What follows belongs to an exercise in optimizing a design on an open flow for a short achievable clock period and few clock cycles; a production flow would make more cautious choices.
In this exercise RTL edits were held to simulation tests only and were not proved equivalent to the original.
The flow treats the clock pin as an ideal source, which a real chip does not have.
Power is estimated from default activity; no workload was simulated.

[design/flow/design.v]
package dcache_pkg;
	typedef logic [10-1:0] addr_t;
	typedef logic [32-1:0] data_t;
	typedef logic [3-1:0] set_t;
	typedef logic [(10 - 3)-1:0] tag_t;
	typedef logic [2-1:0] way_t;
	typedef logic [4-2:0] tree_t;
	typedef logic [2:0] lat_cnt_t;
	typedef enum logic [2:0] {
		IDLE,
		LOOKUP,
		EVICT,
		REFILL,
		FILL_WRITE,
		RESPOND
	} ctrl_state_t;
endpackage
module dcache_top (
	input logic clk,
	input logic rst,
	input logic rd_en,
	input logic wr_en,
	input dcache_pkg::addr_t addr,
	input dcache_pkg::data_t wr_data,
	output dcache_pkg::data_t rd_data,
	output logic busy,
	output logic valid,
	output logic mem_rd_en,
	output logic mem_wr_en,
	output dcache_pkg::addr_t mem_addr,
	output dcache_pkg::data_t mem_wr_data,
	input dcache_pkg::data_t mem_rd_data
);
	localparam int NL = 32;    
	localparam int TW = 7;
	localparam int DW = 32;
	localparam int QD = 8;     
	localparam int QPW = 3;
	localparam int RD = 32;    
	localparam int RPW = 5;
	localparam int IW = 5;     
	logic [NL*TW-1:0] ltag;
	logic [NL-1:0] lval;
	logic [NL-1:0] ldirty;
	logic [NL-1:0] lpend;
	logic [NL*IW-1:0] lpid;
	logic [NL*DW-1:0] ldata;
	logic [8*3-1:0] tree;
	logic b_v;
	logic b_wr;
	logic [9:0] b_addr;
	logic [DW-1:0] b_wdata;
	logic [3:0] b_m4;      
	logic [3:0] b_sval;    
	logic [2:0] b_tree;
	logic [2:0] b_set;
	logic [TW-1:0] b_tag;
	logic [TW-1:0] b_vtag;
	logic b_vdirty;
	logic [DW-1:0] b_vdata;
	logic [DW-1:0] b_hdata;
	assign b_set = b_addr[2:0];
	assign b_tag = b_addr[9:3];
	logic dist_v;
	logic dist_vd;
	logic dist_act;
	logic [IW-1:0] dist_id;
	logic [DW-1:0] dist_data;
	assign dist_act = dist_v || dist_vd;
	logic [IW-1:0] rid_tail;
	logic [IW-1:0] rid_done;
	logic busy_q;
	logic c_wr;
	logic [2:0] c_set;
	logic [3:0] c_way;
	logic [NL-1:0] c_line;
	logic [DW-1:0] c_wdata;
	logic c_fwd;
	logic hit;
	logic [1:0] hway;
	logic free;
	logic [1:0] fway;
	logic [1:0] vway;
	logic [1:0] nway;
	logic [1:0] pick;
	logic [3:0] ndec;
	logic [3:0] wsel;
	logic [7:0] bsdec;
	logic [NL-1:0] sel;
	logic [2:0] next_tree;
	logic [4:0] vl;
	logic wb_cand;
	logic vic_dirty;
	logic miss_rd;
	logic [4*IW-1:0] b_spid;
	logic [3:0] b_spend;
	logic hpend;
	logic [IW-1:0] hpid;
	logic [DW-1:0] push_data;
	assign hit = |b_m4;
	assign hway = {b_m4[2] | b_m4[3], b_m4[1] | b_m4[3]};
	assign free = ~&b_sval;
	assign fway = !b_sval[0] ? 2'd0 : !b_sval[1] ? 2'd1 : !b_sval[2] ? 2'd2 : 2'd3;
	assign vway = b_tree[0] ? {1'b1, b_tree[2]} : {1'b0, b_tree[1]};
	assign nway = free ? fway : vway;
	assign pick = hit ? hway : nway;
	always_comb begin
		for (int w = 0; w < 4; w++) begin
			ndec[w] = (nway == 2'(w));
			wsel[w] = b_v && (hit ? b_m4[w] : ndec[w]);
		end
		for (int s = 0; s < 8; s++) begin
			bsdec[s] = (b_set == 3'(s));
		end
		for (int i = 0; i < NL; i++) begin
			sel[i] = bsdec[i >> 2] && wsel[i % 4];
		end
	end
	always_comb begin
		next_tree = b_tree;
		if (!pick[1]) begin
			next_tree[0] = 1'b1;
			next_tree[1] = ~pick[0];
		end else begin
			next_tree[0] = 1'b0;
			next_tree[2] = ~pick[0];
		end
	end
	assign vl = {b_set, vway};
	assign wb_cand = !free && b_vdirty;
	assign vic_dirty = b_v && !hit && wb_cand;
	assign miss_rd = b_v && !b_wr && !hit;
	always_comb begin
		hpid = '0;
		for (int w = 0; w < 4; w++) begin
			if (b_m4[w]) begin
				hpid = hpid | b_spid[w*IW +: IW];
			end
		end
		hpend = |(b_m4 & b_spend);
	end
	logic acc;
	logic i_v;
	logic i_wr;
	logic [9:0] i_addr;
	logic [DW-1:0] i_wdata;
	logic [2:0] a_set;
	logic [TW-1:0] a_tag;
	logic [NL-1:0] lm;
	logic [3:0] cur_a;
	logic [3:0] sval_a;
	logic [2:0] tree_a;
	logic same;
	logic tag_ab;
	logic [3:0] fwd;
	logic [3:0] m4_next;
	logic [3:0] sval_next;
	logic [2:0] tree_next;
	logic [1:0] vway_next;
	logic [4*TW-1:0] set_tag_a;
	logic [3:0] set_dirty_a;
	logic [4*DW-1:0] set_data_a;
	logic [3:0] set_cw_a;
	logic [TW-1:0] vtag_next;
	logic vdirty_next;
	logic [DW-1:0] vdata_next;
	logic [3:0] set_fm_a;
	logic [4*DW-1:0] sdata_a;
	logic [DW-1:0] hdata_next;
	logic [3:0] spend_next;
	logic [4*IW-1:0] spid_next;
	assign acc = rst && !busy_q && (rd_en ^ wr_en);
	assign a_set = i_addr[2:0];
	assign a_tag = i_addr[9:3];
	always_comb begin
		for (int i = 0; i < NL; i++) begin
			lm[i] = lval[i] && (ltag[i*TW +: TW] == a_tag);
		end
		for (int w = 0; w < 4; w++) begin
			cur_a[w] = lm[{a_set, 2'(w)}];
			sval_a[w] = lval[{a_set, 2'(w)}];
		end
		tree_a = tree[a_set*3 +: 3];
	end
	assign same = b_v && (b_set == a_set);
	assign tag_ab = (b_tag == a_tag);
	always_comb begin
		for (int w = 0; w < 4; w++) begin
			fwd[w] = same && wsel[w];
			m4_next[w] = fwd[w] ? tag_ab : cur_a[w];
			sval_next[w] = sval_a[w] | fwd[w];
		end
		tree_next = same ? next_tree : tree_a;
	end
	assign vway_next = tree_next[0] ? {1'b1, tree_next[2]} : {1'b0, tree_next[1]};
	assign set_tag_a = ltag[a_set*4*TW +: 4*TW];
	assign set_dirty_a = ldirty[a_set*4 +: 4];
	assign set_data_a = ldata[a_set*4*DW +: 4*DW];
	assign set_cw_a = c_line[a_set*4 +: 4];
	assign vtag_next = set_tag_a[vway_next*TW +: TW];
	assign vdirty_next = set_dirty_a[vway_next];
	assign vdata_next = set_cw_a[vway_next] ? c_wdata : set_data_a[vway_next*DW +: DW];
	assign set_fm_a = lfm[a_set*4 +: 4];
	always_comb begin
		for (int w = 0; w < 4; w++) begin
			spend_next[w] = lpend[{a_set, 2'(w)}] && !set_fm_a[w];
			spid_next[w*IW +: IW] = lpid[{a_set, 2'(w)}*IW +: IW];
			if (fwd[w] && b_wr) begin
				spend_next[w] = 1'b0;
			end else if (fwd[w] && !hit) begin
				spend_next[w] = 1'b1;
				spid_next[w*IW +: IW] = rid_tail;
			end
		end
	end
	always_comb begin
		hdata_next = '0;
		for (int w = 0; w < 4; w++) begin
			sdata_a[w*DW +: DW] = set_cw_a[w] ? c_wdata :
				set_fm_a[w] ? dist_data : set_data_a[w*DW +: DW];
			if (cur_a[w]) begin
				hdata_next = hdata_next | sdata_a[w*DW +: DW];
			end
		end
	end
	always_ff @(posedge clk) begin
		if (!rst) begin
			i_v <= 1'b0;
			b_v <= 1'b0;
		end else begin
			i_v <= acc;
			b_v <= i_v;
		end
		i_wr <= wr_en;
		i_addr <= addr;
		i_wdata <= wr_data;
		b_wr <= i_wr;
		b_addr <= i_addr;
		b_wdata <= i_wdata;
		b_m4 <= m4_next;
		b_sval <= sval_next;
		b_tree <= tree_next;
		b_vtag <= vtag_next;
		b_vdirty <= vdirty_next;
		b_vdata <= vdata_next;
		b_hdata <= hdata_next;
		b_spend <= spend_next;
		b_spid <= spid_next;
	end
	always_ff @(posedge clk) begin
		if (!rst) begin
			c_wr <= 1'b0;
			c_line <= '0;
		end else begin
			c_wr <= b_v && b_wr;
			c_line <= sel & {NL{b_wr}};
		end
		c_set <= b_set;
		c_way <= wsel;
		c_wdata <= b_wdata;
	end
	assign c_fwd = c_wr && (c_set == b_set) && |(c_way & b_m4);
	logic rdone;
	logic win_next;
	logic [IW-1:0] fid_next;
	logic [NL-1:0] lfm;
	logic [NL-1:0] lfm_next;
	assign rdone = m_rd && m_free;
	assign win_next = rdone || dist_v;
	assign fid_next = rdone ? rid_done : dist_id;
	genvar gi;
	generate
		for (gi = 0; gi < NL; gi++) begin : g_line
			logic wr_i;
			logic alloc_i;
			logic fill_i;
			logic cw_i;
			assign wr_i = sel[gi] && b_wr;
			assign cw_i = c_line[gi];
			assign alloc_i = sel[gi] && !b_wr && !hit;
			assign fill_i = lfm[gi];
			assign lfm_next[gi] = win_next && lpend[gi] && !wr_i && !alloc_i &&
				(lpid[gi*IW +: IW] == fid_next);
			always_ff @(posedge clk) begin
				if (!rst) begin
					lfm[gi] <= 1'b0;
				end else begin
					lfm[gi] <= lfm_next[gi];
				end
			end
			always_ff @(posedge clk) begin
				if (!rst) begin
					lval[gi] <= 1'b0;
					lpend[gi] <= 1'b0;
				end else begin
					if (sel[gi]) begin
						lval[gi] <= 1'b1;
					end
					if (wr_i) begin
						lpend[gi] <= 1'b0;
					end else if (alloc_i) begin
						lpend[gi] <= 1'b1;
					end else if (fill_i) begin
						lpend[gi] <= 1'b0;
					end
				end
			end
			always_ff @(posedge clk) begin
				if (sel[gi]) begin
					ltag[gi*TW +: TW] <= b_tag;
				end
				if (wr_i) begin
					ldirty[gi] <= 1'b1;
				end else if (alloc_i) begin
					ldirty[gi] <= 1'b0;
				end
				if (alloc_i) begin
					lpid[gi*IW +: IW] <= rid_tail;
				end
				if (cw_i) begin
					ldata[gi*DW +: DW] <= c_wdata;
				end else if (fill_i) begin
					ldata[gi*DW +: DW] <= dist_data;
				end
			end
		end
	endgenerate
	always_ff @(posedge clk) begin
		if (!rst) begin
			tree <= '0;
		end else if (b_v) begin
			tree[b_set*3 +: 3] <= next_tree;
		end
	end
	logic [QD-1:0] mq_hwb;
	logic [QD-1:0] mq_hrd;
	logic [QD*10-1:0] mq_wbaddr;
	logic [QD*DW-1:0] mq_wbdata;
	logic [QD*10-1:0] mq_rdaddr;
	logic [QD-1:0] mq_val;
	logic [QD-1:0] mq_ff;
	logic [QD-1:0] mq_tgt;
	logic m_rd;
	logic m_wr;
	logic [2:0] m_cnt;
	logic [9:0] m_addr;
	logic [DW-1:0] m_wdata;
	logic [9:0] m_addr_h;
	logic [DW-1:0] m_wdata_h;
	logic [9:0] m_addr_n;
	logic [DW-1:0] m_wdata_n;
	logic rdp;
	logic [9:0] rdp_addr;
	logic m_free;
	logic mf_q;
	logic from_q;
	logic bypass;
	logic need;
	logic push;
	logic pop_q;
	logic [9:0] wb_addr;
	logic [DW-1:0] wb_data;
	logic h_wb;
	logic h_rd;
	logic [9:0] h_wbaddr;
	logic [DW-1:0] h_wbdata;
	logic [9:0] h_rdaddr;
	assign wb_addr = {b_vtag, b_set};
	assign wb_data = b_vdata;
	assign h_wb = mq_hwb[0];
	assign h_rd = mq_hrd[0];
	assign h_wbaddr = mq_wbaddr[9:0];
	assign h_wbdata = mq_wbdata[DW-1:0];
	assign h_rdaddr = mq_rdaddr[9:0];
	assign m_free = mf_q;
	assign from_q = mq_val[0];
	assign need = vic_dirty || miss_rd;
	assign bypass = m_free && !rdp && !from_q;
	assign push = need && !bypass;
	assign pop_q = m_free && !rdp && from_q;
	always_ff @(posedge clk) begin
		if (!rst) begin
			mf_q <= 1'b1;
		end else if (m_free) begin
			mf_q <= !(rdp || from_q || need);
		end else begin
			mf_q <= (m_cnt == 3'd3);
		end
	end
	always_ff @(posedge clk) begin
		if (!rst) begin
			m_rd <= 1'b0;
			m_wr <= 1'b0;
			m_cnt <= '0;
			rdp <= 1'b0;
		end else if (m_free) begin
			m_cnt <= '0;
			if (rdp) begin
				m_rd <= 1'b1;
				m_wr <= 1'b0;
				rdp <= 1'b0;
			end else if (from_q) begin
				m_rd <= !h_wb;
				m_wr <= h_wb;
				rdp <= h_wb && h_rd;
			end else begin
				m_rd <= miss_rd && !vic_dirty;
				m_wr <= vic_dirty;
				rdp <= vic_dirty && miss_rd;
			end
		end else begin
			m_cnt <= m_cnt + 3'd1;
		end
	end
	always_comb begin
		m_addr_n = m_addr_h;
		m_wdata_n = m_wdata_h;
		if (rdp) begin
			m_addr_n = rdp_addr;
		end else if (from_q) begin
			m_addr_n = h_wb ? h_wbaddr : h_rdaddr;
			m_wdata_n = h_wbdata;
		end else begin
			m_addr_n = wb_cand ? wb_addr : b_addr;
			m_wdata_n = wb_data;
		end
	end
	always_ff @(posedge clk) begin
		if (m_free) begin
			m_addr <= m_addr_n;
			m_wdata <= m_wdata_n;
			m_addr_h <= m_addr_n;
			m_wdata_h <= m_wdata_n;
		end else begin
			m_addr <= m_addr_h;
			m_wdata <= m_wdata_h;
			m_addr_h <= m_addr;
			m_wdata_h <= m_wdata;
		end
		if (m_free && !rdp) begin
			rdp_addr <= from_q ? h_rdaddr : b_addr;
		end
	end
	generate
		for (gi = 0; gi < QD; gi++) begin : g_mq
			logic up_val;
			logic up_ff;
			if (gi == 0) begin : g_first
				assign mq_ff[gi] = !mq_val[gi];
			end else begin : g_rest
				assign mq_ff[gi] = mq_val[gi-1] && !mq_val[gi];
			end
			if (gi == QD - 1) begin : g_top
				assign up_val = 1'b0;
				assign up_ff = mq_val[gi];
			end else begin : g_below
				assign up_val = mq_val[gi+1];
				assign up_ff = mq_ff[gi+1];
			end
			assign mq_tgt[gi] = pop_q ? up_ff : mq_ff[gi];
			always_ff @(posedge clk) begin
				if (!rst) begin
					mq_val[gi] <= 1'b0;
				end else begin
					mq_val[gi] <= (pop_q ? up_val : mq_val[gi]) || (mq_tgt[gi] && push);
				end
			end
			logic up_hwb;
			logic up_hrd;
			logic [9:0] up_wbaddr;
			logic [DW-1:0] up_wbdata;
			logic [9:0] up_rdaddr;
			if (gi == QD - 1) begin : g_up_top
				assign up_hwb = 1'b0;
				assign up_hrd = 1'b0;
				assign up_wbaddr = '0;
				assign up_wbdata = '0;
				assign up_rdaddr = '0;
			end else begin : g_up
				assign up_hwb = mq_hwb[gi+1];
				assign up_hrd = mq_hrd[gi+1];
				assign up_wbaddr = mq_wbaddr[(gi+1)*10 +: 10];
				assign up_wbdata = mq_wbdata[(gi+1)*DW +: DW];
				assign up_rdaddr = mq_rdaddr[(gi+1)*10 +: 10];
			end
			always_ff @(posedge clk) begin
				if (mq_tgt[gi]) begin
					mq_hwb[gi] <= vic_dirty;
					mq_hrd[gi] <= miss_rd;
					mq_wbaddr[gi*10 +: 10] <= wb_addr;
					mq_wbdata[gi*DW +: DW] <= wb_data;
					mq_rdaddr[gi*10 +: 10] <= b_addr;
				end else if (pop_q) begin
					mq_hwb[gi] <= up_hwb;
					mq_hrd[gi] <= up_hrd;
					mq_wbaddr[gi*10 +: 10] <= up_wbaddr;
					mq_wbdata[gi*DW +: DW] <= up_wbdata;
					mq_rdaddr[gi*10 +: 10] <= up_rdaddr;
				end
			end
		end
	endgenerate
	always_ff @(posedge clk) begin
		if (!rst) begin
			dist_v <= 1'b0;
			dist_vd <= 1'b0;
			rid_done <= '0;
			rid_tail <= '0;
		end else begin
			dist_v <= rdone;
			dist_vd <= dist_v;
			if (rdone) begin
				rid_done <= rid_done + 1'b1;
			end
			if (miss_rd) begin
				rid_tail <= rid_tail + 1'b1;
			end
		end
		if (rdone) begin
			dist_id <= rid_done;
			dist_data <= mem_rd_data;
		end
	end
	logic [RD-1:0] rq_val;
	logic [RD-1:0] rq_rdy;
	logic [RD-1:0] rfm;
	logic [RD*DW-1:0] rq_data;
	logic [RD*IW-1:0] rq_id;
	logic [RD-1:0] rq_hp;
	logic [RPW-1:0] rq_tp;
	logic [RD-1:0] rq_tpo;
	logic [RD-1:0] pj;
	logic pop;
	logic push_rdy;
	logic [IW-1:0] push_id;
	logic valid_q;
	logic [DW-1:0] rdata_q;
	logic [DW-1:0] head_data;
	assign push_rdy = b_wr || (hit && !hpend);
	assign push_id = hit ? hpid : rid_tail;
	assign push_data = c_fwd ? c_wdata : b_hdata;
	assign pop = |(rq_rdy & rq_hp);
	always_comb begin
		head_data = '0;
		for (int j = 0; j < RD; j++) begin
			if (rq_hp[j]) begin
				head_data = head_data | rq_data[j*DW +: DW];
			end
		end
	end
	generate
		for (gi = 0; gi < RD; gi++) begin : g_resp
			logic push_j;
			logic pop_j;
			logic fill_j;
			assign push_j = pj[gi];
			assign pop_j = rq_hp[gi] && rq_rdy[gi];
			assign fill_j = rfm[gi];
			always_ff @(posedge clk) begin
				if (!rst) begin
					rfm[gi] <= 1'b0;
				end else if (push_j) begin
					rfm[gi] <= win_next && !push_rdy && (push_id == fid_next);
				end else begin
					rfm[gi] <= win_next && rq_val[gi] && !rq_rdy[gi] && !pop_j &&
						(rq_id[gi*IW +: IW] == fid_next);
				end
			end
			always_ff @(posedge clk) begin
				if (!rst) begin
					rq_val[gi] <= 1'b0;
					rq_rdy[gi] <= 1'b0;
				end else if (push_j) begin
					rq_val[gi] <= 1'b1;
					rq_rdy[gi] <= push_rdy;
				end else if (pop_j) begin
					rq_val[gi] <= 1'b0;
					rq_rdy[gi] <= 1'b0;
				end else if (fill_j) begin
					rq_rdy[gi] <= 1'b1;
				end
			end
			always_ff @(posedge clk) begin
				if (push_j) begin
					rq_data[gi*DW +: DW] <= push_data;
					rq_id[gi*IW +: IW] <= push_id;
				end else if (fill_j) begin
					rq_data[gi*DW +: DW] <= dist_data;
				end
			end
		end
	endgenerate
	always_ff @(posedge clk) begin
		if (!rst) begin
			rq_hp <= RD'(1);
			rq_tp <= '0;
			rq_tpo <= RD'(1);
			pj <= '0;
			valid_q <= 1'b0;
			busy_q <= 1'b0;
		end else begin
			if (pop) begin
				rq_hp <= {rq_hp[RD-2:0], rq_hp[RD-1]};
			end
			rq_tp <= rq_tp + RPW'(b_v);
			if (b_v) begin
				rq_tpo <= {rq_tpo[RD-2:0], rq_tpo[RD-1]};
				pj <= i_v ? {rq_tpo[RD-2:0], rq_tpo[RD-1]} : '0;
			end else begin
				pj <= i_v ? rq_tpo : '0;
			end
			valid_q <= pop;
			busy_q <= rq_val[RPW'(rq_tp + 3'd1 + 3'(b_v) + 3'(i_v))] ||
				mq_val[QD - 2 - 32'(b_v) - 32'(i_v)];
		end
		rdata_q <= head_data;
	end
	assign busy = busy_q;
	assign valid = valid_q;
	assign rd_data = rdata_q;
	assign mem_rd_en = m_rd;
	assign mem_wr_en = m_wr;
	assign mem_addr = m_addr;
	assign mem_wr_data = m_wdata;
endmodule
[design/flow/flow/run.sh]
#!/bin/bash
# The standard layout, with these changes to how it is made:
#  - the port buffers are plain sky130_fd_sc_hd__buf_4 cells instead of the
#    delay buffers buffer_ports picks by default;
#  - timing repair may resize a cell to one of another footprint;
#  - after CTS, two more setup repair passes run (flow/post_cts.tcl);
set -euo pipefail
export POST_CTS_TCL="$PWD/flow/post_cts.tcl"
export POST_GLOBAL_ROUTE_TCL="$PWD/flow/post_grt.tcl"
bash standard.sh MATCH_CELL_FOOTPRINT=0 "BUFFER_PORTS_ARGS=-buffer_cell sky130_fd_sc_hd__buf_4" finish > flow_make.log 2>&1
[design/flow/flow/post_cts.tcl]
# Extra setup repair after CTS. The standard pass often stops at a path it
# cannot improve; fresh passes over all violating endpoints go further.
set_dont_use $::env(DONT_USE_CELLS)
estimate_parasitics -placement
foreach pass {1 2} {
  log_cmd repair_timing -setup -setup_margin $::env(SETUP_SLACK_MARGIN) -repair_tns 100 -verbose
}
log_cmd detailed_placement
check_placement -verbose
estimate_parasitics -placement
report_worst_slack
[design/flow/flow/post_grt.tcl]
# Extra setup repair with global-routing parasitics, after the standard
# global route step; the changed nets are rerouted and the guides rewritten.
estimate_parasitics -global_routing
log_cmd repair_timing -setup -setup_margin $::env(SETUP_SLACK_MARGIN) -repair_tns 100 -verbose
log_cmd repair_timing -hold -hold_margin 0 -verbose
log_cmd global_route -start_incremental
log_cmd detailed_placement
log_cmd global_route -end_incremental
check_placement -verbose
estimate_parasitics -global_routing
report_worst_slack
report_worst_slack -min
write_guides $::env(RESULTS_DIR)/route.guide
[design/flow/standard.sh]
#!/bin/bash
# synth_recipe.tcl (not shown) runs the flow's synth.tcl, then flattens the netlist and writes it again
# the make line also repeats each setting of config.mk as NAME=value (left out here)
make -C /OpenROAD-flow-scripts/flow DESIGN_CONFIG=/design/flow/config.mk WORK_HOME=/design/flow/orfs CLKGATE_MAP_FILE= SYNTH_SCRIPT=/design/flow/synth_recipe.tcl "${@:-finish}"
[design/flow/config.mk]
export PLATFORM = sky130hd
export DESIGN_NAME = dcache_top
export DESIGN_NICKNAME = dcache_top
export VERILOG_FILES = /design/flow/design.v
export SDC_FILE = /design/flow/constraint.sdc
export NUM_CORES = 4
export LEC_CHECK = 0
export ABC_CLOCK_PERIOD_IN_PS = 3000
export CAP_MARGIN = 20
export CORE_MARGIN = 2
export CORE_UTILIZATION = 35
export SETUP_SLACK_MARGIN = 4.5
export SLEW_MARGIN = 20
export TNS_END_PERCENT = 10
[design/flow/constraint.sdc]
create_clock -name core_clock -period 7.5 [get_ports {clk}]
set_input_delay 1.5000 -clock core_clock [delete_from_list [all_inputs] [get_ports {clk}]]
set_output_delay 1.5000 -clock core_clock [all_outputs]
set_load 0.01 [all_outputs]
==> results of run 1 <==
-- cells in the mapped netlist (89+ instances only) --
master    count
edfxtp_1   3042
nor2_1     1433
mux2_2     1362
clkbuf_1   1218
a21oi_1    1192
dfxtp_1     765
nand2_1     698
a22oi_1     483
xnor2_1     435
mux4_2      412
o21ai_0     410
mux2i_1     373
nand4_1     152
xor2_1      139
buf_2       138
nand3_1     115
nor3_1       90
inv_1        89
-- through the flow --
| stage | setup WS, ns | power, mW |
|---|---|---|
| 3_3_place_gp | 3.30 | 26.0 |
| 6_report | 4.41 | 45.9 |
| 3_5_place_dp | 3.36 | 26.0 |
| 2_1_floorplan | 4.35 | 25.0 |
-- metal layers --
layer  GRT usage  part of all wire  vias up
li1            -                 -    49300
met1       0.290              0.40    56900
met2       0.350              0.46     5775
met3      0.0413             0.093     1171
met4      0.0915             0.047       12
met5           0           0.00014        -
-- registers in the layout (all words and copies together), names as in the netlist, 59 cells and up --
signal     count
mq_rdaddr     59
lpid         160
ldata       1024
mq_wbdata    256
rq_id        160
ltag         224
mq_wbaddr     77
rq_data     1024
-- cell type report --
| type | instances | area share |
|---|---|---|
| Timing Repair Buffer | 646 | 0.0354 |
| Multi-Input combinational cell | 8066 | 0.315 |
| Antenna cell | 19 | 0.000240 |
| Tap cell | 6655 | 0.0420 |
| Clock inverter | 198 | 0.00943 |
| Inverter | 100 | 0.00230 |
| Clock buffer | 558 | 0.0568 |
| Sequential cell | 3807 | 0.539 |
-- kinds of logic after synthesis --
kind of cell,after synthesis,synth area share
buf+inv,1571,0.0363
flops,3807,0.613
xor+xnor,574,0.0289
compound gates,2458,0.0847
fa+ha+maj,19,0.00141
simple gates,2837,0.0709
mux,2173,0.165
-- path summary, 6_finish.rpt --
path / start / cells after the start / slack, ns / end
worst max-delay path: busy_q$_SDFF_PN0_ / 1 / 4.41 / busy
worst min-delay path: b_wdata[27]$_DFF_P_ / 0 / 0.32 / c_wdata[27]$_DFF_P_
worst max register to register: i_addr[0]$_DFF_P_ / 8 / 4.44 / b_vdata[6]$_DFF_P_
worst min register to register: b_wdata[27]$_DFF_P_ / 0 / 0.32 / c_wdata[27]$_DFF_P_
-- placed cells by master (no fill, tap or decap), drive strengths merged, types with 18 or more instances in the layout --
cell type  instances
or4               33
inv              102
nand2            698
clkinv           144
nand4            152
xnor2            435
or2               67
o21a              44
edfxtp          3042
nor2            1435
mux2i            374
buf              624
diode             19
a22o              87
nor4b             27
a211o             30
dfxtp            765
nand2b            41
nor2b             56
mux4             414
a32oi             19
a22oi            483
a21oi           1192
nor4              84
xor2             139
clkbuf           580
bufinv            21
mux2            1388
clkinvlp          31
ha                18
a211oi            39
nor3              90
nand3            115
a221oi            88
o21ai            421
-- report_power, final --
group / total, mW / internal [mW] / switching, mW
logic: 2.58 / 1.03 / 1.55
registers: 23.2 / 22.9 / 0.331
clock network: 20.1 / 11.3 / 8.80
total: 45.9 / 35.2 / 10.7
==> results by group, run 1 <==
Logic synthesis
  • Synth Register Bits: 3,807
  • Synth area leaders: edfxtp_1 52%, mux2_2 8.8%, dfxtp_1 8.8%
  • Count of cell types in the netlist: 68
  • Asr flop ratio synth: 0
  • Synthesized Nets: 13,500
  • Ys flop type: edfxtp_1
  • Mapped Avg Cell Area: 13.0 sq um
  • Post-Synthesis Cells: 13,400
  • Largest area contributor in the netlist: edfxtp_1
  • Seq/Total Area, Yosys: 0.613
  • Post-synth EDFFs: 3,042
  • Synth top area share: 0.525
  • Syn Std Cell Area: 174,000 sq um
  • Ys Warns: 1

GRT
  • GRT overflow: 0
  • All-Layer GR Usage: 0.218
  • First-pass GRT wire length: 806,000 microns
  • Largest net degree at the start of global routing: 182
  • Number of global-route vias before repair: 109,000
  • Antenna violations before repair: 27

Finish
  • Fin util: 0.400
  • Area Growth Syn to Fin: 14.0%
  • Register area: 107,000 sq um
  • Final cell count without fillers: 20,000
  • Final net count: 13,100
  • Fin area: 198,000 sq um
  • Multi-input logic area: 62,400 sq um
  • Fillers: 46,000
  • Layout cells sized above 1: 0.265

Setup path
  • Worst path max stage delay: 0.43 ns
  • Crit path buf inv count: 1
  • Critical path endpoint category: primary output
  • Crit-path slowest cell: dfxtp_4
  • Critical path's top delay family: flip-flops
  • CP arrival: 1.59 ns
  • Crit Path Category: register to primary output
  • Worst Setup Start Kind: register
  • Crit-path max FO: 2
  • Worst path cell trace: buf_6
  • Req. time, crit path: 6.00 ns

Die
  • Full die area: 503,000 sq um
  • Die height: 709 microns
  • Initial core utilization: 0.351
  • Die Wd: 709 microns
  • FP Rows: 259
  • Core Footprint: 496,000 sq um
  • IO Pins: 156

Detailed routing
  • DRT Wirelength: 568,000 microns
  • DRC errors left: 0
  • DR WL/cell: 28.3 microns
  • Via/cell ratio: 5.65
  • Via count: 113,000
  • First DRT Iteration DRCs: 13,800
  • DRT Pass-1 Iters: 6
  • Routed Antenna Nets: 0

Placed design
  • Placed Instance Area: 182,000 sq um
  • Final RePlAce weighted congestion: 0.861
  • Placed cells: 19,100
  • DP Wirelength: 327,000 microns
  • Input/output buffers: 155

STA
  • Fin crit period: 3.09 ns
  • Max Clk Rate: 0.324 GHz
  • Hold Slack: 0.321 ns
  • Setup Skew: 0.129 ns
  • Endpoints failing hold: 0
  • Slew HR: 0.133
  • Slew Limit Fails: 0
  • Setup tns final: 0 ns
  • Final Cycle Share: 0.412
  • Final setup violation count: 0
  • Worst Tran Pin Value: 1.30 ns

CTS
  • Register clock-pin slew on the reported worst setup and hold paths: 0.06 ns
  • Clock latency (worst-skew pair): 1.10 ns
  • Num Clock Sinks: 3,807
  • CTS tree: done

Run status
  • Status: finished clean

Power
  • Worst vdd ir: 0.190 mV
  • Pwr dens: 231 nW/um^2
  • Leak: 66.1 nW

Flow run
  • Max Cap Viol: 0

Hold path
  • Worst Hold Class: register to register
Testbench counts, summed over its fixed seeds: cycles 5,306.
==> run 2, diff against run 1 <==
--- a/design/flow/config.mk
+++ b/design/flow/config.mk
@@ -10,3 +10,3 @@
 export CORE_MARGIN = 2
-export CORE_UTILIZATION = 35
+export CORE_UTILIZATION = 45
 export SETUP_SLACK_MARGIN = 4.5
==> results by group, run 2 <==
Setup path
  • Critical path endpoint category: register
  • CP arrival: 3.89 ns
  • Req. time, crit path: 8.29 ns
  • Crit Path Category: register to register
  • Crit-path max FO: 4
  • Worst Setup Start Kind: register

Power
  • Worst vdd ir: 0.222 mV
  • Tot Pwr: 46.5 mW
  • Leak: 66.4 nW
  • Pwr dens: 236 nW/um^2

Logic synthesis
  • Most common cell in the synthesized netlist: edfxtp_1
  • Synth top area share: 0.525
  • Synth area leaders: edfxtp_1 52%, mux2_2 8.8%, dfxtp_1 8.8%
  • Synthesized Nets: 13,500
  • Asr flop ratio synth: 0
  • Syn Std Cell Area: 174,000 sq um
  • Synth Register Bits: 3,807
  • Mapped Avg Cell Area: 13.0 sq um
  • Count of cell types in the netlist: 68
  • Seq/Total Area, Yosys: 0.613
  • Ys Warns: 1
  • Largest area contributor in the netlist: edfxtp_1
  • Post-synth EDFFs: 3,042
  • Ys flop type: edfxtp_1
  • Most frequent cells after synthesis: 3,042 x edfxtp_1, 1,433 x nor2_1, 1,362 x mux2_2
  • Post-Synthesis Cells: 13,400

Finish
  • Area Growth Syn to Fin: 13.4%
  • Largest registers: ldata x1024, rq_data x1024, mq_wbdata x256
  • Multi-input logic area: 62,800 sq um
  • Fillers: 32,200
  • Commonest non-fill, non-tap cells in the layout: 3,042 x edfxtp_1, 1,406 x nor2_1, 1,357 x mux2_2
  • Final net count: 13,200
  • Commonest non-fill, non-tap cell in the layout: edfxtp_1
  • Fin area: 197,000 sq um
  • Register area: 107,000 sq um
  • Fin util: 0.512
  • Final cell count without fillers: 18,600
  • Layout cells sized above 1: 0.265

STA
  • Max Clk Rate: 0.322 GHz
  • Final setup violation count: 0
  • Slew Limit Fails: 0
  • Fin crit period: 3.10 ns
  • Final Cycle Share: 0.414
  • Worst Tran Pin Value: 1.21 ns
  • Final worst-path setup slack: 4.40 ns
  • Slew HR: 0.196
  • Hold Slack: 0.326 ns
  • Setup tns final: 0 ns
  • Endpoints failing hold: 0
  • Setup Skew: 0.0735 ns

Die
  • Initial core utilization: 0.452
  • FP Rows: 228
  • Die Wd: 626 microns
  • Full die area: 392,000 sq um
  • Core Footprint: 385,000 sq um
  • Die height: 626 microns
  • IO Pins: 156

Flow run
  • Max Cap Viol: 0

Detailed routing
  • Routed Antenna Nets: 0
  • DRC errors left: 0
  • DRT Pass-1 Iters: 7
  • Via/cell ratio: 6.24
  • DR WL/cell: 32.3 microns
  • First DRT Iteration DRCs: 15,800
  • DRT Wirelength: 601,000 microns
  • Via count: 116,000

GRT
  • First-pass GRT wire length: 842,000 microns
  • Largest net degree at the start of global routing: 206
  • Number of global-route vias before repair: 113,000
  • GRT overflow: 0
  • Antenna violations before repair: 29
  • All-Layer GR Usage: 0.299

Placed design
  • DP Worst Slack: 2.80 ns
  • Final RePlAce weighted congestion: 0.899
  • Placed Instance Area: 179,000 sq um
  • Input/output buffers: 155
  • DP Wirelength: 335,000 microns
  • Placed cells: 17,600

CTS
  • Clock latency (worst-skew pair): 1.02 ns
  • CTS tree: done
  • Num Clock Sinks: 3,807
  • Register clock-pin slew on the reported worst setup and hold paths: 0.06 ns

Hold path
  • Worst Hold Class: register to register

Run status
  • Status: finished clean
run 2: path summary, 6_finish.rpt:
check	startpoint	endpoint	slack, ns	cells past startpoint
max	b_v$_SDFF_PN0_	busy_q$_SDFF_PN0_	4.40	10
min	b_wdata[10]$_DFF_P_	c_wdata[10]$_DFF_P_	0.33	0
max reg2reg	b_v$_SDFF_PN0_	busy_q$_SDFF_PN0_	4.40	10
min reg2reg	b_wdata[10]$_DFF_P_	c_wdata[10]$_DFF_P_	0.33	0
run 2: worst max-delay path: stages, from the launching register on:
cell and delay, ns:
dfxtp_4 0.37, clkinvlp_4 0.14, ha_4 0.25, inv_4 0.06
ha_4 0.12, inv_2 0.03, fa_2 0.61, mux4_2 0.54
mux4_2 0.53, mux2i_4 0.19, a21oi_2 0.09
run 2: per-layer routing:
metal | track usage | share of wire | vias to the layer above
met3 | 0.0552 | 0.10 | 1389
met4 | 0.125 | 0.048 | 6
met1 | 0.393 | 0.38 | 58800
met5 | 0 | 0.000063 | -
met2 | 0.486 | 0.47 | 6684
li1 | - | - | 49300
run 2: layout make-up:
| class | count | share of cell area |
|---|---|---|
| timing repair buffer | 667 | 0.0354 |
| inverter | 100 | 0.00250 |
| multi-input combinational | 8077 | 0.318 |
| clock buffer | 564 | 0.0576 |
| sequential | 3807 | 0.542 |
| tap | 5175 | 0.0328 |
| clock inverter | 212 | 0.0117 |
| antenna | 20 | 0.000253 |
run 2: power breakdown:
group	leakage (nW)	internal, mW	switching [mW]
logic	25.9	1.02	1.56
clock network	6.65	11.8	8.85
registers	33.9	22.9	0.377
run 2: logic make-up after synthesis:
logic type	share of synthesized area
xor+xnor	0.0289
compound gates	0.0847
flops	0.613
simple gates	0.0709
mux	0.165
fa+ha+maj	0.00141
buf+inv	0.0363
==> run 3, diff against run 2 <==
==> design/flow/flow/run.sh (replaced) <==
#!/bin/bash
set -euo pipefail
export POST_CTS_TCL="$PWD/flow/post_cts.tcl"
bash standard.sh MATCH_CELL_FOOTPRINT=0 "BUFFER_PORTS_ARGS=-buffer_cell sky130_fd_sc_hd__buf_4" finish > flow_make.log 2>&1
--- a/design/flow/config.mk
+++ b/design/flow/config.mk
@@ -10,3 +10,3 @@
 export CORE_MARGIN = 2
-export CORE_UTILIZATION = 45
+export CORE_UTILIZATION = 35
 export SETUP_SLACK_MARGIN = 4.5
removed: design/flow/flow/post_grt.tcl
==> results by group, run 3 <==
STA
  • Endpoints failing hold: 0
  • RSZ-0062 raised after global routing: yes
  • Final setup violation count: 0
  • Fin crit period: 3.09 ns
  • Setup tns final: 0 ns
  • Final worst-path setup slack: 4.41 ns
  • Setup Skew: 0.126 ns
  • Max Clk Rate: 0.324 GHz
  • Worst Tran Pin Value: 1.33 ns
  • Final Cycle Share: 0.411
  • Slew Limit Fails: 0
  • Slew HR: 0.115

Finish
  • Fin util: 0.399
  • Layout cells sized above 1: 0.262
  • Commonest non-fill, non-tap cell in the layout: edfxtp_1
  • Largest registers: ldata x1024, rq_data x1024, mq_wbdata x256
  • Area Growth Syn to Fin: 13.8%
  • Commonest non-fill, non-tap cells in the layout: 3,042 x edfxtp_1, 1,404 x nor2_1, 1,359 x mux2_2
  • Final net count: 13,100

Power
  • Worst vdd ir: 0.190 mV
  • Pwr dens: 232 nW/um^2
  • Leak: 66.0 nW
  • Tot Pwr: 45.9 mW

Logic synthesis
  • Mux contribution to synthesized area: 0.165
  • Compound-gate portion of the synthesized area: 0.0847
  • Ys Warns: 1
  • Main combinational cell family by area after synthesis: multiplexers
  • Syn Std Cell Area: 174,000 sq um
  • Ys flop type: edfxtp_1
  • Synth area leaders: edfxtp_1 52%, mux2_2 8.8%, dfxtp_1 8.8%
  • Largest area contributor in the netlist: edfxtp_1
  • Synthesized Nets: 13,500
  • Most common cell in the synthesized netlist: edfxtp_1
  • Mapped Avg Cell Area: 13.0 sq um
  • Synth Area in XOR/XNOR: 0.0289
  • Simple-Gate Fraction of Synth Area: 0.0709
  • Synth Register Bits: 3,807
  • Synth top area share: 0.525
  • Asr flop ratio synth: 0
  • Adder-cell share of the synthesized area: 0.00141
  • Post-synth EDFFs: 3,042
  • Post-Synthesis Cells: 13,400
  • Most frequent cells after synthesis: 3,042 x edfxtp_1, 1,433 x nor2_1, 1,362 x mux2_2
  • Count of cell types in the netlist: 68
  • Seq/Total Area, Yosys: 0.613

Placed design
  • Final RePlAce weighted congestion: 0.861
  • Input/output buffers: 155
  • DP Wirelength: 327,000 microns
  • DP Worst Slack: 3.36 ns

Setup path
  • Req. time, crit path: 6.00 ns
  • Worst path max stage delay: 0.43 ns
  • Critical path's top delay family: flip-flops
  • Crit path launch: busy_q$_SDFF_PN0_
  • Worst Setup Start Kind: register
  • Crit-path slowest cell: dfxtp_4
  • Crit-path max FO: 2
  • R2R Path Start: i_addr[0]$_DFF_P_
  • Critical path endpoint category: primary output
  • CP arrival: 1.59 ns
  • Crit path buf inv count: 1
  • Worst path cell trace: buf_6
  • Crit Path Category: register to primary output

GRT
  • Antenna violations before repair: 27
  • GRT overflow: 0
  • Number of global-route vias before repair: 109,000
  • Largest net degree at the start of global routing: 182
  • All-Layer GR Usage: 0.218
  • First-pass GRT wire length: 806,000 microns

CTS
  • Register clock-pin slew on the reported worst setup and hold paths: 0.07 ns
  • Clock latency (worst-skew pair): 1.10 ns
  • Num Clock Sinks: 3,807
  • CTS tree: done

Die
  • IO Pins: 156
  • Core Footprint: 496,000 sq um
  • Initial core utilization: 0.351
  • Die Wd: 709 microns
  • FP Rows: 259
  • Die height: 709 microns
  • Full die area: 503,000 sq um

Detailed routing
  • Via/cell ratio: 5.63
  • Routed Antenna Nets: 0
  • DRC errors left: 0
  • DRT Wirelength: 566,000 microns
  • DRT Pass-1 Iters: 8
  • First DRT Iteration DRCs: 13,700
  • Via count: 113,000
  • DR WL/cell: 28.2 microns

Hold path
  • Worst Hold Class: register to register
  • Hold_sp: b_wdata[27]$_DFF_P_

Run status
  • Status: finished clean

Flow run
  • Max Cap Viol: 0
[run 3: per-stage QoR]
step | hold slack, ns | instances | cell area (sq um)
6_report | 0.321 | 20000 | 198000
3_5_place_dp | 0.312 | 19100 | 182000
5_1_grt | 0.326 | 20000 | 198000
2_1_floorplan | 0.310 | 13400 | 174000
3_3_place_gp | 0.311 | 19100 | 181000
[run 3: area by class of cell]
| type | instances | area (sq um) |
|---|---|---|
| well taps | 6655 | 8330 |
| fillers | 46100 | 298000 |
| flip-flops and latches | 3807 | 107000 |
| diodes | 23 | 57.6 |
| repair buffers | 635 | 6820 |
| clock buffers | 558 | 11300 |
| multi-input cells | 8066 | 62300 |
| clock inverters | 198 | 1870 |
| inverters | 100 | 438 |
[run 3: worst paths after layout]
path	endpoint	slack (ns)	depth (start not counted)
min	c_wdata[27]$_DFF_P_	0.32	0
max reg2reg	b_vdata[29]$_DFF_P_	4.42	10
max	busy	4.41	1
min reg2reg	c_wdata[27]$_DFF_P_	0.32	0
[run 3: cells by family after synthesis]
| family | Yosys count |
|---|---|
| flops | 3807 |
| simple gates | 2837 |
| compound gates | 2458 |
| mux | 2173 |
| buf+inv | 1571 |
| xor+xnor | 574 |
| fa+ha+maj | 19 |
[run 3: metal layers]
metal,global-route usage,wire (microns),share of wire,vias up
met5,0,67,0.00012,-
met3,0.0413,51800,0.092,1192
met4,0.0915,26900,0.047,10
li1,-,-,-,49300
met1,0.290,226000,0.40,56700
met2,0.350,261000,0.46,5640
[run 3: power by group]
| group | total, mW | leakage (nW) | switching [mW] | internal [mW] |
|---|---|---|---|---|
| registers | 23.2 | 33.9 | 0.332 | 22.9 |
| clock network | 20.1 | 6.42 | 8.81 | 11.3 |
| logic | 2.56 | 25.7 | 1.54 | 1.02 |
| total | 45.9 | 66.0 | 10.7 | 35.2 |
==> run 4, diff against run 3 <==
==> design/flow/run.sh (new file) <==
#!/bin/bash
# synth_recipe.tcl (not shown) runs the flow's synth.tcl, then flattens the netlist and writes it again
# the make line also repeats each setting of config.mk as NAME=value (left out here)
make -C /OpenROAD-flow-scripts/flow DESIGN_CONFIG=/design/flow/config.mk WORK_HOME=/design/flow/orfs CLKGATE_MAP_FILE= SYNTH_SCRIPT=/design/flow/synth_recipe.tcl finish
--- a/design/flow/config.mk
+++ b/design/flow/config.mk
@@ -10,3 +10,3 @@
 export CORE_MARGIN = 2
-export CORE_UTILIZATION = 35
+export CORE_UTILIZATION = 40
 export SETUP_SLACK_MARGIN = 4.5
removed: design/flow/flow/run.sh
removed: design/flow/flow/post_cts.tcl
removed: design/flow/standard.sh
==> results by group, run 4 <==
Run status
  • Status: finished clean

Die
  • Core Footprint: 434,000 sq um
  • IO Pins: 156
  • Die height: 664 microns
  • Die Wd: 664 microns
  • Full die area: 441,000 sq um
  • FP Rows: 242
  • Initial core utilization: 0.401

Flow run
  • Max Cap Viol: 0

Detailed routing
  • Routed Antenna Nets: 0
  • DRT Pass-1 Iters: 9
  • DRC errors left: 0
  • DRT Wirelength: 608,000 microns
  • First DRT Iteration DRCs: 15,700
  • DR WL/cell: 31.8 microns
  • Via/cell ratio: 6.05
  • Via count: 116,000

Finish
  • Commonest non-fill, non-tap cell in the layout: edfxtp_1
  • Register area: 107,000 sq um
  • Multi-input logic area: 62,400 sq um
  • Fillers: 38,600
  • Commonest non-fill, non-tap cells in the layout: 3,042 x edfxtp_1, 1,410 x nor2_1, 1,359 x mux2_2
  • Area Growth Syn to Fin: 13.2%
  • Layout cells sized above 1: 0.245
  • Final net count: 13,100
  • Largest registers: ldata x1024, rq_data x1024, mq_wbdata x256
  • Fin util: 0.454

Logic synthesis
  • Most frequent cells after synthesis: 3,042 x edfxtp_1, 1,433 x nor2_1, 1,362 x mux2_2
  • Largest area contributor in the netlist: edfxtp_1
  • Most common cell in the synthesized netlist: edfxtp_1
  • Synthesized Nets: 13,500
  • Ys Warns: 1
  • Count of cell types in the netlist: 68
  • Synth Register Bits: 3,807
  • Mapped Avg Cell Area: 13.0 sq um
  • Synth area leaders: edfxtp_1 52%, mux2_2 8.8%, dfxtp_1 8.8%
  • Post-synth EDFFs: 3,042
  • Ys flop type: edfxtp_1
  • Seq/Total Area, Yosys: 0.613
  • Asr flop ratio synth: 0
  • Synth top area share: 0.525
  • Post-Synthesis Cells: 13,400
  • Syn Std Cell Area: 174,000 sq um

Placed design
  • Input/output buffers: 155
  • Final RePlAce weighted congestion: 0.878
  • DP Wirelength: 340,000 microns

Hold path
  • Worst Hold Class: register to register

STA
  • Setup tns final: 0 ns
  • Worst Tran Pin Value: 1.19 ns
  • Final Cycle Share: 0.426
  • Slew Limit Fails: 0
  • Slew HR: 0.189
  • Endpoints failing hold: 0
  • Final setup violation count: 0
  • Setup Skew: 0.0829 ns
  • Fin crit period: 3.20 ns
  • Max Clk Rate: 0.313 GHz
  • RSZ-0062 raised after global routing: yes

GRT
  • GRT overflow: 0
  • Number of global-route vias before repair: 111,000
  • All-Layer GR Usage: 0.267
  • First-pass GRT wire length: 851,000 microns
  • Antenna violations before repair: 31
  • Largest net degree at the start of global routing: 142

CTS
  • Clk buf depth: 4
  • Clock latency (worst-skew pair): 1.03 ns
  • CTS Buf Count: 417
  • CTS root buf: clkbuf_16
  • CTS tree: done
  • Register clock-pin slew on the reported worst setup and hold paths: 0.06 ns
  • Htree depth: 5
  • Num Clock Sinks: 3,807

Power
  • Clock share of power: 0.444
  • Switching share of power: 0.232
  • Pwr dens: 235 nW/um^2
  • Int Pwr: 35.6 mW
  • Reg power frac: 0.502
  • Tot Pwr: 46.4 mW
  • Sw Pwr: 10.8 mW
  • Logic pwr share: 0.053
  • Leak: 66.1 nW
  • Worst vdd ir: 0.218 mV

Setup path
  • Crit-path max FO: 26
  • Worst Setup Start Kind: register
  • Critical path endpoint category: register
  • CP arrival: 4.07 ns
  • Register-to-Register Setup Slack: 4.30 ns
  • Req. time, crit path: 8.38 ns
  • Crit Path Category: register to register
[run 4: cell counts after synthesis]
Identical to the previous run, type by type.
[run 4: cell type report]
| class | count | share of cell area |
|---|---|---|
| inverters | 100 | 0.00246 |
| repair buffers | 616 | 0.0333 |
| clock buffers | 590 | 0.0600 |
| clock inverters | 189 | 0.00878 |
| flip-flops and latches | 3807 | 0.542 |
| well taps | 5734 | 0.0364 |
| multi-input cells | 8068 | 0.317 |
| diodes | 20 | 0.000254 |
[run 4: per-layer routing]
layer  wire length, microns  part of all wire  vias up  track usage
met3                  62200              0.10     1482       0.0578
met4                  32100             0.053        2        0.124
met2                 279000              0.46     6475        0.425
li1                       -                 -    49200            -
met1                 235000              0.39    58600        0.350
met5                     13          0.000021        -            0
[run 4: cell families (layout without fill, tap and decap cells)]
kind of cell,count (synthesis),count (layout),share of synthesized area
compound gates,2458,2459,0.0847
buf+inv,1571,1495,0.0363
simple gates,2837,2837,0.0709
flops,3807,3807,0.613
fa+ha+maj,19,19,0.00141
other cells,0,20,0
xor+xnor,574,574,0.0289
mux,2173,2179,0.165
[run 4: power groups by stage]
stage	Combinational, mW	Sequential (mW)	Clock [mW]
global placement	2.26	23.8	0
CTS	2.42	23.3	20.8
floorplan	1.54	23.5	0
finish	2.47	23.3	20.6
detailed placement	2.28	23.8	0
global route	2.61	23.3	21.6
[run 4: per-stage QoR]
stage | instance area, sq um | hold WS, ns | setup slack (ns) | cells
floorplan | 174000 | 0.310 | 4.35 | 13400
global placement | 180000 | 0.311 | 2.72 | 18200
detailed placement | 181000 | 0.312 | 2.74 | 18200
CTS | 196000 | 0.321 | 4.24 | 19100
global route | 197000 | 0.329 | 4.28 | 19100
finish | 197000 | 0.322 | 4.30 | 19100
[run 4: critical path, stage by stage, from the launching register on]
cell	delay, ns
dfxtp_2	0.84
buf_4	0.55
nand2_1	0.21
nand4_1	0.12
nor4_1	0.08
nand2_2	0.24
buf_4	0.58
mux2i_1	0.31
nor2_1	0.06
[run 4: timing repair]
| action | 4_1_cts | 5_1_grt |
|---|---|---|
| setup endpoints to repair | 2289 | 1725 |
| hold buffers | 0 | 0 |
| gates resized for setup | 293 | 72 |
| cloned | 28 | 3 |
| pin swaps | 16 | 2 |
| buffers inserted | 69 | 23 |
[run 4: worst paths after layout]
path,to,start,cells past startpoint
setup / recovery,rq_hp[5]$_SDFFE_PN0P_,rq_hp[14]$_SDFFE_PN0P_,8
hold / removal,b_wdata[3]$_DFF_P_,i_wdata[3]$_DFF_P_,0
setup reg to reg,rq_hp[5]$_SDFFE_PN0P_,rq_hp[14]$_SDFFE_PN0P_,8
hold reg to reg,b_wdata[3]$_DFF_P_,i_wdata[3]$_DFF_P_,0

## what the ideal ports hide
The flow's constraints put no driver on any port. The routed layouts listed below were extracted and timed again, unchanged, in two steps.
Step 1, drivers: a clkbuf_16 drives clk and a buf_2 each remaining input, both assumed.
Step 2 moves the port delays by t, midway between the first and last clock arrival at a register: inputs arrive t later, outputs are due t later. That takes back most of the time a late clock gives input paths.
a / b / c = ideal ports / drivers / drivers and shift; a / b = the first two.
run | shift t [ns] | slack for setup (ns) | latest minus earliest clock arrival (ns) | slew at the worst register clock pin (ns) | worst slew at a driven data input, ns
run 1 | 1.153 | 4.411 / 4.290 / 3.630 | 0.129 / 0.129 | 0.07 / 0.07 | 0.09
run 2 | 1.087 | 4.399 / 4.399 / 3.790 | 0.079 / 0.079 | 0.07 / 0.07 | 0.08
run 3 | 1.155 | 4.415 / 4.294 / 3.637 | 0.128 / 0.127 | 0.07 / 0.07 | 0.09
run 4 | 1.097 | 4.304 / 4.218 / 4.055 | 0.085 / 0.085 | 0.07 / 0.07 | 0.08
After both steps setup and hold are still met in every run listed. For run 1, which loses most, drivers alone change the setup slack by -0.121 ns; drivers and shift together by -0.781 ns.
